From an optimization exercise on the open Yosys and OpenROAD flow, aimed at small area; shortcuts taken in it are not production practice. The RTL was checked by simulation tests, not by an equivalence proof against the original design. Power and IR drop assume default switching activity.

red:
==> flow/design.v <==
`default_nettype none
module dmem_responder #(
  parameter int DEPTH   = 32,   
  parameter int LATENCY = 2     
) (
  input  logic        clk,
  input  logic        reset,
  input  logic        req_valid,
  output logic        req_ready,
  input  logic        req_write,
  input  logic [31:0] req_addr,
  input  logic [31:0] req_wdata,
  input  logic [3:0]  req_be,
  output logic        resp_valid,
  input  logic        resp_ready,
  output logic [31:0] resp_rdata,
  output logic        resp_err
);
  localparam int AW = $clog2(DEPTH);
  localparam int NW = LATENCY - 1;
  logic          resp_q;             
  logic [NW-1:0] wait_q;             
  logic          idle;
  logic          accept;
  assign idle       = ~resp_q & ~(|wait_q);
  assign req_ready  = idle & ~reset;
  assign accept     = req_valid & req_ready;
  assign resp_valid = resp_q;
  always_ff @(posedge clk) begin
    for (int i = 0; i < NW; i++) begin
      if (reset)       wait_q[i] <= 1'b0;
      else if (i == 0) wait_q[i] <= accept;
      else             wait_q[i] <= wait_q[(i == 0) ? 0 : i - 1];
    end
  end
  always_ff @(posedge clk) begin
    if (reset) resp_q <= 1'b0;
    else       resp_q <= wait_q[NW-1] | (resp_q & ~resp_ready);
  end
  logic          in_err;
  logic          in_ld;
  assign in_err = (|req_addr[1:0]) | (|req_addr[31:AW+2]);
  assign in_ld  = ~req_write & ~in_err;
  logic [AW-1:0] rot_q;              
  logic [AW-1:0] pos_q;              
  logic [AW-1:0] pos;                
  logic          ld;                 
  always_ff @(posedge clk) begin
    if (reset) rot_q <= '0;
    else       rot_q <= rot_q + AW'(1);
  end
  logic          ld_q;               
  logic          st_q;               
  logic          err_q;
  logic          late_q;             
  logic [3:0]    be_q;
  logic [31:0]   wd_q;               
  assign pos = idle ? req_addr[AW+1:2] + rot_q : pos_q;
  assign ld  = idle ? in_ld : ld_q;
  always_ff @(posedge clk) begin
    pos_q <= pos + AW'(1);
    if (idle) begin
      ld_q  <= in_ld;
      err_q <= in_err;
      be_q  <= req_be;
      for (int b = 0; b < 4; b++) begin
        wd_q[8*b +: 8] <= req_wdata[8*b +: 8] & {8{req_be[b]}};
      end
    end
  end
  always_ff @(posedge clk) begin
    if (reset)     st_q <= 1'b0;
    else if (idle) st_q <= req_valid & req_write & ~in_err;
  end
  assign resp_err = err_q;
  logic [31:0]      slot_q [DEPTH];
  logic [DEPTH-1:0] vld_q;
  logic [DEPTH-1:0] rsel;
  logic [DEPTH-1:0] at_src;
  genvar p, b;
  generate
    for (p = 0; p < DEPTH; p++) begin : g_slot
      localparam int S = (p == 0) ? DEPTH - 1 : p - 1;    
      localparam bit S_SRC = ((S % 3) == 0) && (S <= DEPTH - 2);
      localparam bit P_SRC = ((p % 3) == 0) && (p <= DEPTH - 2);
      if (S_SRC) begin : g_ins
        logic ins;
        assign ins = st_q & (pos_q == AW'(S));
        always_ff @(posedge clk) begin
          vld_q[p] <= ~reset & (vld_q[S] | ins);
        end
        for (b = 0; b < 4; b++) begin : g_byte
          logic we;
          assign we = ins & (be_q[b] | ~vld_q[S]);
          always_ff @(posedge clk) begin
            slot_q[p][8*b +: 8] <= we ? wd_q[8*b +: 8] : slot_q[S][8*b +: 8];
          end
        end
      end else begin : g_pass
        always_ff @(posedge clk) begin
          vld_q[p]  <= ~reset & vld_q[S];
          slot_q[p] <= slot_q[S];
        end
      end
      if (P_SRC) begin : g_notap
        assign rsel[p] = 1'b0;
      end else begin : g_tap
        assign rsel[p] = ld & vld_q[p] & (pos == AW'(p));
      end
      assign at_src[p] = P_SRC && (pos == AW'(p));
    end
  endgenerate
  logic [31:0] rd;
  logic [31:0] rdata_q;
  always_comb begin
    rd = '0;
    for (int i = 0; i < DEPTH; i++) begin
      rd = rd | (slot_q[i] & {32{rsel[i]}});
    end
  end
  always_ff @(posedge clk) begin
    if (idle) late_q <= |at_src;
    if (idle | (wait_q[0] & late_q)) rdata_q <= rd;
  end
  assign resp_rdata = rdata_q;
endmodule
`default_nettype wire
clock: 5.0 ns
lec_check: 0
cap_margin: 20
core_margin: 2
core_utilization: 40
slew_margin: 20
run.sh (not shown) runs the stock make flow with config.mk's settings and CLKGATE_MAP_FILE= SYNTH_SCRIPT=/design/flow/synth_recipe.tcl, a recipe that flattens the netlist after the stock synthesis.
red ended with every stage complete and zero timing, DRC or antenna violations.
Input-level comparison between blue and red:
- putting CTS_BUF_LIST at sky130_fd_sc_hd__clkbuf_8 where nothing was set
- swapping 40 for 60 in CORE_UTILIZATION
- putting CTS_CLUSTER_SIZE at 30 where nothing was set
Findings:
Clock period minus final worst setup slack: blue < red. Compared to red, the routing of blue uses less wire. Going from red to blue, the number of clock buffers in the layout was found to have gone up by 48. Per the comparison of blue with red, internal power contribution moved down, area share of fa/ha/maj cells after synthesis saw little to no change. Count of plain and timing-repair buffers, blue vs red: down slightly. Diff red -> blue | final area | down slightly. Going from red to blue, final standard cell count with taps included and fillers excluded shrinks by 277.
--- input diff blue..green ---
- CTS_ARGS newly set to -sink_clustering_enable -repair_clock_nets -dont_use_dummy_load
- CTS_CLUSTER_SIZE removed (was 30)
- BUFFER_PORTS_ARGS newly set to -buffer_cell sky130_fd_sc_hd__buf_2
- CTS_BUF_LIST removed (was sky130_fd_sc_hd__clkbuf_8)
==> flow/flow/run.sh (new file) <==
#!/bin/bash
# Layout flow: the standard ORFS flow (standard.sh), with two changes:
#  - CTS without dummy loads (they only add area to balance the tree);
#  - port buffers use a plain small buffer instead of a delay cell.
# Each tool's full output stays in ORFS's own logs under orfs/logs/; the make
# output goes to standard.log.
set -euo pipefail
cat >> config.mk <<'EOC'
export CTS_ARGS = -sink_clustering_enable -repair_clock_nets -dont_use_dummy_load
export BUFFER_PORTS_ARGS = -buffer_cell sky130_fd_sc_hd__buf_2
EOC
bash standard.sh > standard.log 2>&1
==> flow/standard.sh (new file) <==
#!/bin/bash
# synth_recipe.tcl (not shown) runs the flow's synth.tcl, then flattens the netlist and writes it again
# the make line also repeats each setting of config.mk as NAME=value (left out here)
make -C /OpenROAD-flow-scripts/flow DESIGN_CONFIG=/design/flow/config.mk WORK_HOME=/design/flow/orfs CLKGATE_MAP_FILE= SYNTH_SCRIPT=/design/flow/synth_recipe.tcl "${@:-finish}"
removed: flow/run.sh
Results
Measured against each other, blue and green differ in non-clock buffer count, the lower figure coming from green.
In the final reports, the cell area of green is smaller than that of blue.
Compared with blue, green is the less power-hungry design.
Summary of green over blue: hold slack decreased 0.015 ns, fraction of power consumed by sequential logic increased 2.5 points, met3 layer wire length in the routed design decreased 1200 um, share of total power in combinational logic decreased 0.4 points.
[green] placed instance area fell about 2.3% relative to blue
Max final worst setup slack across blue and green: blue

## afterwards: timing with drivers on the ports
The results above use ideal ports. As a check the final layouts listed here were re-extracted and re-timed, cells and wires unchanged.
Step 1 (the two cells are an assumption about what drives the block):
set clk [get_ports {clk}]
set_driving_cell -lib_cell sky130_fd_sc_hd__clkbuf_16 $clk
set_driving_cell -lib_cell sky130_fd_sc_hd__buf_2 [delete_from_list [all_inputs] $clk]
Step 2 moves the port delays by t, midway between the first and last clock arrival at a register: inputs arrive t later, outputs are due t later. That takes back most of the time a late clock gives input paths.
Three values: ideal, step 1, step 2; two values: the first two.
run | t (ns) | setup WS [ns] | clock arrival spread, ns | slew at the worst register clock pin (ns)
red | 0.731 | 0.759 / 0.787 / 0.056 | 0.035 / 0.034 | 0.07 / 0.07
blue | 0.904 | 0.835 / 0.863 / -0.041 | 0.040 / 0.040 | 0.07 / 0.07
green | 0.708 | 0.719 / 0.719 / 0.186 | 0.057 / 0.056 | 0.06 / 0.06
Met with ideal ports but missed after step 2: setup timing in blue. For blue, which loses most, drivers alone change the setup slack by +0.028 ns; drivers and shift together by -0.876 ns.
